What follows belongs to an exercise in optimizing a design on an open flow for small area; a production flow would make more cautious choices. Function was checked by simulation only, so behaviour that the tests miss may differ from the original. Power and IR drop assume default switching activity.

==> flow/design.v <==
module regfile_write_port (
  input  logic        clk,
  input  logic        reset,
  input  logic        RegWrite,
  input  logic [4:0]  WriteRegister,
  input  logic [63:0] WriteData,
  input  logic [4:0]  ReadRegister,
  output logic [63:0] ReadData,
  output logic [31:0] written,
  output logic [15:0] wr_count
);
  logic [63:0] regs [0:30];
  logic [30:0] write_enable;
  logic        write_accept;
  always_comb begin
    for (int i = 0; i < 31; i++) begin
      write_enable[i] = RegWrite && (WriteRegister == i[4:0]);
    end
  end
  assign write_accept = RegWrite && (WriteRegister != 5'd31);
  always_ff @(posedge clk) begin
    for (int i = 0; i < 31; i++) begin
      if (write_enable[i]) begin
        regs[i] <= WriteData;
      end
    end
  end
  always_ff @(posedge clk) begin
    if (!reset) begin
      written[30:0] <= '0;
    end else begin
      written[30:0] <= written[30:0] | write_enable;
    end
  end
  assign written[31] = 1'b0;
  always_ff @(posedge clk) begin
    if (!reset) begin
      wr_count <= '0;
    end else if (write_accept && (wr_count != 16'hFFFF)) begin
      wr_count <= wr_count + 16'd1;
    end
  end
  logic [30:0] rsel;
  always_comb begin
    for (int i = 0; i < 31; i++) begin
      rsel[i] = (ReadRegister == i[4:0]) && written[i];
    end
  end
  for (genvar b = 0; b < 64; b++) begin : g_bit
    logic [9:0] grp_n;
    logic       p0, p1, p2;
    for (genvar g = 0; g < 10; g++) begin : g_grp
      rf_aoi222 u_aoi (
        .a0(rsel[3*g]),   .b0(regs[3*g][b]),
        .a1(rsel[3*g+1]), .b1(regs[3*g+1][b]),
        .a2(rsel[3*g+2]), .b2(regs[3*g+2][b]),
        .y(grp_n[g])
      );
    end
    rf_nand4 u_n0 (.a(grp_n[0]), .b(grp_n[1]), .c(grp_n[2]), .d(grp_n[3]), .y(p0));
    rf_nand4 u_n1 (.a(grp_n[4]), .b(grp_n[5]), .c(grp_n[6]), .d(grp_n[7]), .y(p1));
    rf_nand2 u_n2 (.a(grp_n[8]), .b(grp_n[9]), .y(p2));
    rf_ao2111 u_o (.a1(rsel[30]), .a2(regs[30][b]), .b(p0), .c(p1), .d(p2),
                   .y(ReadData[b]));
  end
endmodule
module rf_aoi222 (
  input  logic a0, b0, a1, b1, a2, b2,
  output logic y
);
  assign y = ~((a0 & b0) | (a1 & b1) | (a2 & b2));
endmodule
module rf_nand4 (
  input  logic a, b, c, d,
  output logic y
);
  assign y = ~(a & b & c & d);
endmodule
module rf_nand2 (
  input  logic a, b,
  output logic y
);
  assign y = ~(a & b);
endmodule
module rf_ao2111 (
  input  logic a1, a2, b, c, d,
  output logic y
);
  assign y = (a1 & a2) | b | c | d;
endmodule
==> flow/run.sh <==
#!/bin/bash
# synth_recipe.tcl (not shown) runs the flow's synth.tcl, then flattens the netlist and writes it again
# the make line also repeats each setting of config.mk as NAME=value (left out here)
make -C /OpenROAD-flow-scripts/flow DESIGN_CONFIG=/design/flow/config.mk WORK_HOME=/design/flow/orfs CLKGATE_MAP_FILE= SYNTH_SCRIPT=/design/flow/synth_recipe.tcl finish
==> flow/config.mk <==
export PLATFORM = sky130hd
export DESIGN_NAME = regfile_write_port
export DESIGN_NICKNAME = regfile_write_port
export VERILOG_FILES = /design/flow/design.v
export SDC_FILE = /design/flow/constraint.sdc
export NUM_CORES = 4
export LEC_CHECK = 0
export CAP_MARGIN = 20
export CORE_MARGIN = 2
export CORE_UTILIZATION = 40
export SLEW_MARGIN = 20
export SYNTH_HIERARCHICAL = 1
export SYNTH_MINIMUM_KEEP_SIZE = 0
==> flow/constraint.sdc <==
create_clock -name core_clock -period 8.0 [get_ports {clk}]
set_input_delay 1.6000 -clock core_clock [delete_from_list [all_inputs] [get_ports {clk}]]
set_output_delay 1.6000 -clock core_clock [all_outputs]
set_load 0.01 [all_outputs]
==> results of run 1 <==
## power groups by stage
stage	clock (mW)	sequential (mW)	combinational, mW
5_1_grt	9.42	11.8	0.329
3_3_place_gp	0	12.1	0.295
4_1_cts	9.00	11.8	0.308
3_5_place_dp	0	12.1	0.307
2_1_floorplan	0	12.1	0.0606
6_report	8.89	11.8	0.305
## state kept, by name, indices dropped and copies added (netlist names)
name / flops
written: 31
wr_count: 16
regs: 1984
## metal layers
| layer | vias to the layer above | global-route usage (%) | part of all wire (%) |
|---|---|---|---|
| met5 | - | 0 | 0.028 |
| met4 | 8 | 6.494 | 2.6 |
| met3 | 311 | 4.827 | 11 |
| met2 | 2526 | 34.25 | 46 |
| met1 | 20450 | 31.21 | 40 |
| li1 | 15870 | - | - |
## per-stage QoR
step	instance area (µm²)	hold slack (ns)
CTS	82340	0.5209
global placement	76170	0.5019
floorplan	70140	0.5059
finish	82330	0.5184
detailed placement	76190	0.5033
global route	82330	0.5495
## final cells by class
cell class / instances / area (µm²)
timing repair buffer: 287 / 2858
tap: 2325 / 2909
clock inverter: 120 / 1037
multi-input combinational: 1115 / 9883
clock buffer: 239 / 5109
antenna: 1 / 2.502
inverter: 3 / 11.26
fill: 14220 / 91690
sequential: 2031 / 60520
## critical path, stage by stage
cell             delay (ns)
clkdlybuf4s50_1        0.60
nor2b_1                0.38
nor2b_1                0.34
and3_4                 0.62
buf_4                  0.54
a222oi_1               0.21
nand2_1                0.20
a2111o_1               0.23
clkdlybuf4s50_1        0.57
## worst max-delay path by stage
stage / startpoint / endpoint / slack, ns / cells past startpoint
after detailed placement: ReadRegister[3] / ReadData[63] / 1.12 / 9
after global placement: ReadRegister[3] / ReadData[63] / 1.12 / 9
final: ReadRegister[3] / ReadData[63] / 1.05 / 9
after global routing: ReadRegister[3] / ReadData[63] / 0.92 / 9
after CTS: ReadRegister[3] / ReadData[63] / 1.12 / 9
after floorplan: RegWrite / regs[12][0] / 0.89 / 4
## cells by family (layout without fill, tap and decap cells)
| logic type | Yosys count | after routing |
|---|---|---|
| flops | 2031 | 2031 |
| compound gates | 759 | 759 |
| simple gates | 353 | 353 |
| buf+inv | 16 | 649 |
| fa+ha+maj | 1 | 1 |
| other cells | 1 | 2 |
| mux | 1 | 1 |
## Yosys stat by module (local to each module, per instance)
module | cells | area, µm²
regfile_write_port | 2266 | 61980
rf_aoi222 | 1 | 10.01
rf_nand4 | 1 | 6.256
rf_ao2111 | 1 | 11.26
rf_nand2 | 1 | 3.754
## placed cells by master (no fill, tap or decap), types with 3 or more instances in the layout
master	count
buf_2	12
edfxtp_1	1984
clkdlybuf4s50_1	175
clkinv_2	35
nor2b_1	8
clkbuf_1	41
o21a_1	21
nand2_1	70
dfxtp_1	47
nor2_1	27
inv_1	3
buf_12	22
o31ai_1	7
o21ai_0	4
nor2_4	23
and2_1	6
nand3_1	10
clkinv_8	3
nor3_1	4
and3_4	32
clkbuf_16	198
nor3_2	9
a222oi_1	640
a2111o_1	64
nand2b_1	9
nand4_1	132
inv_6	5
or4_1	6
a21oi_1	12
clkinvlp_4	3
buf_4	77
bufinv_16	13
inv_16	4
clkinv_1	53
==> flow_summary.ini, run 1 <==
[synth]
synth.avg_cell_area_um2 = 22.18
netlist_area_mm2 = 0.07014
synthArstFlopShare_pct = 0
synthMuxAreaShare_pct = 0.01427
synthSimpleGateAreaFrac_pct = 2.788
synthAdderAreaFrac_pct = 0.01784
synth.net_count = 3240
yosys_warnings = 11
synth_edf_count = 1984
synth_xor_area_share_pct = 0
synth.most_common_cell = edfxtp_1
yosysSeqAreaShare_pct = 86.28
yosys_most_used_dff = edfxtp_1
synth_top_area_share_pct = 84.93
synth.distinct_cells = 51
synth_compound_gate_area_share_pct = 10.74
yosysTopAreaCell = edfxtp_1
ys_ff_latch = 2031
synth.area.top_cells = edfxtp_1 85%, a222oi_1 9.1%, dfxtp_1 1.3%
ys_top_cells_by_count = 1,984 x edfxtp_1, 640 x a222oi_1, 132 x nand4_1
synth_top_family_by_area = compound AO/OA/AOI/OAI gates
syn_inst = 3162

[worst_setup_path]
reg2reg_slack_ns = 6.03
crit_arrival_ns = 5.35
required_ns = 6.40
worstSetupStartpointType = input pin
crit_path_end_kind = primary output
path_class = in2out
crit_fanout = 25
r2r-end = wr_count[1]
reg2reg_from = wr_count[0]
ff2ff_path_depth = 5

[clock_tree]
holdBufCountCts = 0
cts_buffers = 197
ctsResizeCount = 0
numClockSinks = 2031
clock_path_buffers = 3
cts_max_level = 4
root_buffer = clkbuf_16
path_clk_slew_ns = 0.06
cts_setup_buffers = 0
clkLatencyLatePin_ns = 0.83
cts_tree = built

[floorplanning]
die_h_um = 422.8
rows = 153
initial_utilization_pct = 40.31
dieArea_mm2 = 0.1787
core_mm2 = 0.1740
num_io_pins = 189
fp.dieW_um = 422.8

[finish]
final_core_util_pct = 47.31
instances_no_fill = 6121
layout-drive-gt1-share_pct = 11.86
synthToLayoutAreaGrowth_pct = 17.37
design.final.nets = 3713

[sta]
finalSetupTns_ns = 0
slew_headroom_pct = 19.66
timing.fmax_mhz = 144.0
setup_viol = 0
hold_viol = 0
worst_slack_ns = 1.054
min_period_ns = 6.946
finalCritPeriodShare_pct = 86.83
rsz0062_at_grt = false
worst_pin_slew_ns = 1.205
maxSlewViolCount = 0
finClkSkew_ns = 0.01218

[min_path]
worstHoldPathCells = 2
whs_endpoint = wr_count[14]
hp-class = reg2reg
min_from = wr_count[14]

[global_route]
gr-total-overflow = 0
grt_pass1_wl_mm = 284.1
grt_max_degree = 64
grtUsageTotal_pct = 22.03
first_global_vias = 38610
antenna_found_initial = 9

[route]
wire_per_inst_um = 32.93
vias = 39160
wirelength_mm = 201.6
drt_iter0_markers = 7705
drc_errors = 0
vias_per_cell = 6.398
drt_first_pass_iters = 9
drtAntennaViolNets = 0

[power]
p_clk_share_pct = 42.3
p_per_area_mw_per_mm2 = 255.5
p_sw_mw = 4.195
power_mw = 21.04
seqPwrFrac_pct = 56.3
peakVddDrop_uv = 210.2
p_leak_nw = 25.70
p_comb_share_pct = 1.4
p_int_mw = 16.84
p_sw_share_pct = 19.94

[job]
cap_viol_max_count = 0

[placed_design]
portBuffers = 187
dp_hpwl_mm = 107.7
place.gp.congestion = 0.7763
placedCellCount = 5759
dp_slack_ns = 1.117

[status]
status = timing/DRC/antenna clean
==> run 2, diff against run 1 <==
--- a/flow/config.mk
+++ b/flow/config.mk
@@ -6,8 +6,14 @@
 export NUM_CORES = 4
 export LEC_CHECK = 0
 export CAP_MARGIN = 20
+export CELL_PAD_IN_SITES_DETAIL_PLACEMENT = 1
+export CELL_PAD_IN_SITES_GLOBAL_PLACEMENT = 1
 export CORE_MARGIN = 2
-export CORE_UTILIZATION = 40
+export CORE_UTILIZATION = 45
+export CTS_BUF_LIST = sky130_fd_sc_hd__clkbuf_16
+export CTS_CLUSTER_DIAMETER = 70
+export CTS_CLUSTER_SIZE = 28
+export PLACE_DENSITY = 0.5
 export SLEW_MARGIN = 20
 export SYNTH_HIERARCHICAL = 1
 export SYNTH_MINIMUM_KEEP_SIZE = 0
==> run 2 against run 1 <==
Against the previous run: still clean; cell count decreased by 6.0%; synthesized area unchanged; maximum frequency increased by 0.33%; power decreased by 5.6%; utilization increased by 5.0 points; sequential cell count unchanged; non-clock buffer count increased by 27; clock power decreased by 13%; combinational power increased by 5%; cell area decreased by 1.8%; critical path type unchanged; critical endpoint is now ReadData[5]; highest routed layer unchanged.
==> flow_summary.ini, run 2 <==
[synth]
synth_top_area_share_pct = 84.93
synth_edf_count = 1984
ys_top_cells_by_count = 1,984 x edfxtp_1, 640 x a222oi_1, 132 x nand4_1
yosys_warnings = 11
synth.avg_cell_area_um2 = 22.18
synth.distinct_cells = 51
synth_compound_gate_area_share_pct = 10.74
ys_ff_latch = 2031
synthSimpleGateAreaFrac_pct = 2.788
synth.net_count = 3240
yosysTopAreaCell = edfxtp_1
synthMuxAreaShare_pct = 0.01427
synth_top_family_by_area = compound AO/OA/AOI/OAI gates
yosysSeqAreaShare_pct = 86.28
yosys_most_used_dff = edfxtp_1
netlist_area_mm2 = 0.07014
synth.area.top_cells = edfxtp_1 85%, a222oi_1 9.1%, dfxtp_1 1.3%
synthAdderAreaFrac_pct = 0.01784
synthArstFlopShare_pct = 0
synth.most_common_cell = edfxtp_1
synth_xor_area_share_pct = 0
syn_inst = 3162

[status]
status = timing/DRC/antenna clean

[job]
cap_viol_max_count = 0

[sta]
rsz0062_at_grt = false
finClkSkew_ns = 0.005643
worst_pin_slew_ns = 1.187
min_period_ns = 6.923
maxSlewViolCount = 0
timing.fmax_mhz = 144.4
finalSetupTns_ns = 0
hold_viol = 0
setup_viol = 0
worst_slack_ns = 1.077
finalCritPeriodShare_pct = 86.54
slew_headroom_pct = 20.84

[worst_setup_path]
crit_arrival_ns = 5.32
cp_num_buf_inv = 3
cp_slowest_cell = buf_4
cp_top_family = buffers and inverters
required_ns = 6.40
worstSetupStartpointType = input pin
crit_cells = 9
crit_path_end_kind = primary output
crit_fanout = 27
cp_cell_sequence = clkdlybuf4s50_1 > nor2b_1 > nor2b_1 > and3_4 > buf_4 > a222oi_1 > nand4_1 > a2111o_1 > clkdlybuf4s50_1
slowest_delay_ns = 0.64
path_class = in2out
ff2ff_path_depth = 5

[placed_design]
dp_slack_ns = 1.126
portBuffers = 187
placed_cell_area_mm2 = 0.07615
dp_hpwl_mm = 124.4
place.gp.congestion = 0.7544

[global_route]
grt_max_degree = 66
grtUsageTotal_pct = 28.78
grt_pass1_wl_mm = 317.2
gr-total-overflow = 0
antenna_found_initial = 11
first_global_vias = 40800

[finish]
final_common_cell = edfxtp_1
layout_common_cells = 1,984 x edfxtp_1, 640 x a222oi_1, 153 x clkdlybuf4s50_1
top_register = regs
largest_register_ffs = 1984
synthToLayoutAreaGrowth_pct = 15.23
design.final.nets = 3682
final_core_util_pct = 52.35
top_regs = regs: 1984 flops, written: 31 flops, wr_count: 16 flops
layout-drive-gt1-share_pct = 12.56
postLayoutCellArea_mm2 = 0.08083

[clock_tree]
clock_path_buffers = 3
numClockSinks = 2031
cts_buffers = 139
cts_setup_buffers = 0
cts_tree = built
clkLatencyLatePin_ns = 0.77
cts_max_level = 4
root_buffer = clkbuf_16
ctsResizeCount = 0
holdBufCountCts = 0
path_clk_slew_ns = 0.07

[floorplanning]
dieArea_mm2 = 0.1590
initial_utilization_pct = 45.43
num_io_pins = 189
fp.dieW_um = 398.8
core_mm2 = 0.1544
die_h_um = 398.8
rows = 144

[route]
drt_iter0_markers = 6788
vias = 39780
drt_first_pass_iters = 7
drc_errors = 0
drtAntennaViolNets = 0
wirelength_mm = 229.7
vias_per_cell = 6.913
wire_per_inst_um = 39.91

[power]
power_mw = 19.85
p_leak_nw = 25.23
p_per_area_mw_per_mm2 = 245.6
peakVddDrop_uv = 212.4

[min_path]
worstHoldPathCells = 2
hp-class = reg2reg
[run 2: path summary, 6_finish.rpt]
kind	start	endpoint	slack [ns]
worst max-delay path	ReadRegister[0]	ReadData[5]	1.08
worst min register to register	wr_count[14]	wr_count[14]	0.52
worst max register to register	wr_count[0]	wr_count[5]	6.02
worst min-delay path	wr_count[14]	wr_count[14]	0.52
[run 2: power breakdown]
group          leakage, nW  internal, mW  switching (mW)  total (mW)
Combinational         4.61        0.0547           0.266       0.320
Clock                 2.37          3.86            3.85        7.71
Sequential            18.3          11.8          0.0346        11.8
[run 2: stage by stage]
| stage | hold slack [ns] | cells |
|---|---|---|
| finish | 0.5153 | 5755 |
| global route | 0.5448 | 5754 |
| CTS | 0.5154 | 5752 |
| detailed placement | 0.4899 | 5506 |
| global placement | 0.4876 | 5504 |
| floorplan | 0.5059 | 3162 |
[run 2: cell type report]
| cell class | count | area (µm²) |
|---|---|---|
| tap | 2044 | 2557 |
| clock inverter | 100 | 1174 |
| timing repair buffer | 314 | 3028 |
| antenna | 2 | 5.005 |
| fill | 13350 | 73580 |
| inverter | 3 | 11.26 |
| clock buffer | 146 | 3654 |
| multi-input combinational | 1115 | 9883 |
| sequential | 2031 | 60520 |
[run 2: cell families after synthesis]
kind of cell,Yosys count
flops,2031
compound gates,759
simple gates,353
buf+inv,16
mux,1
fa+ha+maj,1
other cells,1
[run 2: worst min-delay path, stage by stage, from the launching register on]
cell and delay, ns:
dfxtp_1 0.34, nand2_1 0.07, mux2i_1 0.06
[run 2: metal layers]
metal  vias to the layer above  wire [µm]  global-route usage [%]
li1                      15760          -                       -
met1                     21450      93640                   41.01
met2                      2259     108100                   45.74
met3                       311      22270                   5.257
met4                        10       5654                   7.871
met5                         -         69                       0
[run 2: per-module statistics from Yosys (local to each module, per instance)]
| module | flip-flops and latches | cell area, µm² | cells inside |
|---|---|---|---|
| rf_nand2 | 0 | 3.754 | 1 |
| regfile_write_port | 2031 | 61980 | 2266 |
| rf_ao2111 | 0 | 11.26 | 1 |
| rf_nand4 | 0 | 6.256 | 1 |
| rf_aoi222 | 0 | 10.01 | 1 |

afterwards: timing with drivers on the ports:
How much do the figures lean on ideal ports? The routed layouts below were timed once more, with nothing changed but the port constraints. Step 1 (the two cells are an assumption about what drives the block):
set clk [get_ports {clk}]
set_driving_cell -lib_cell sky130_fd_sc_hd__clkbuf_16 $clk
set_driving_cell -lib_cell sky130_fd_sc_hd__buf_2 [delete_from_list [all_inputs] $clk]
Step 2 also shifts input and output timing later by t, the mid clock arrival at the registers, as if the neighbouring blocks saw the same clock. Three values: ideal ports, drivers, drivers and shift; two values: the first two.
| run | shift t [ns] | slack for setup (ns) | clock arrival spread, ns | worst slew at a driven data input, ns |
|---|---|---|---|---|
| run 1 | 0.901 | 1.054 / 1.024 / 1.024 | 0.033 / 0.032 | 0.17 |
| run 2 | 0.870 | 1.077 / 1.030 / 1.030 | 0.051 / 0.050 | 0.15 |
After both steps every run listed still meets setup and hold. The setup slack of run 2, which loses most, moves by -0.047 ns with the drivers and by -0.047 ns with both steps.
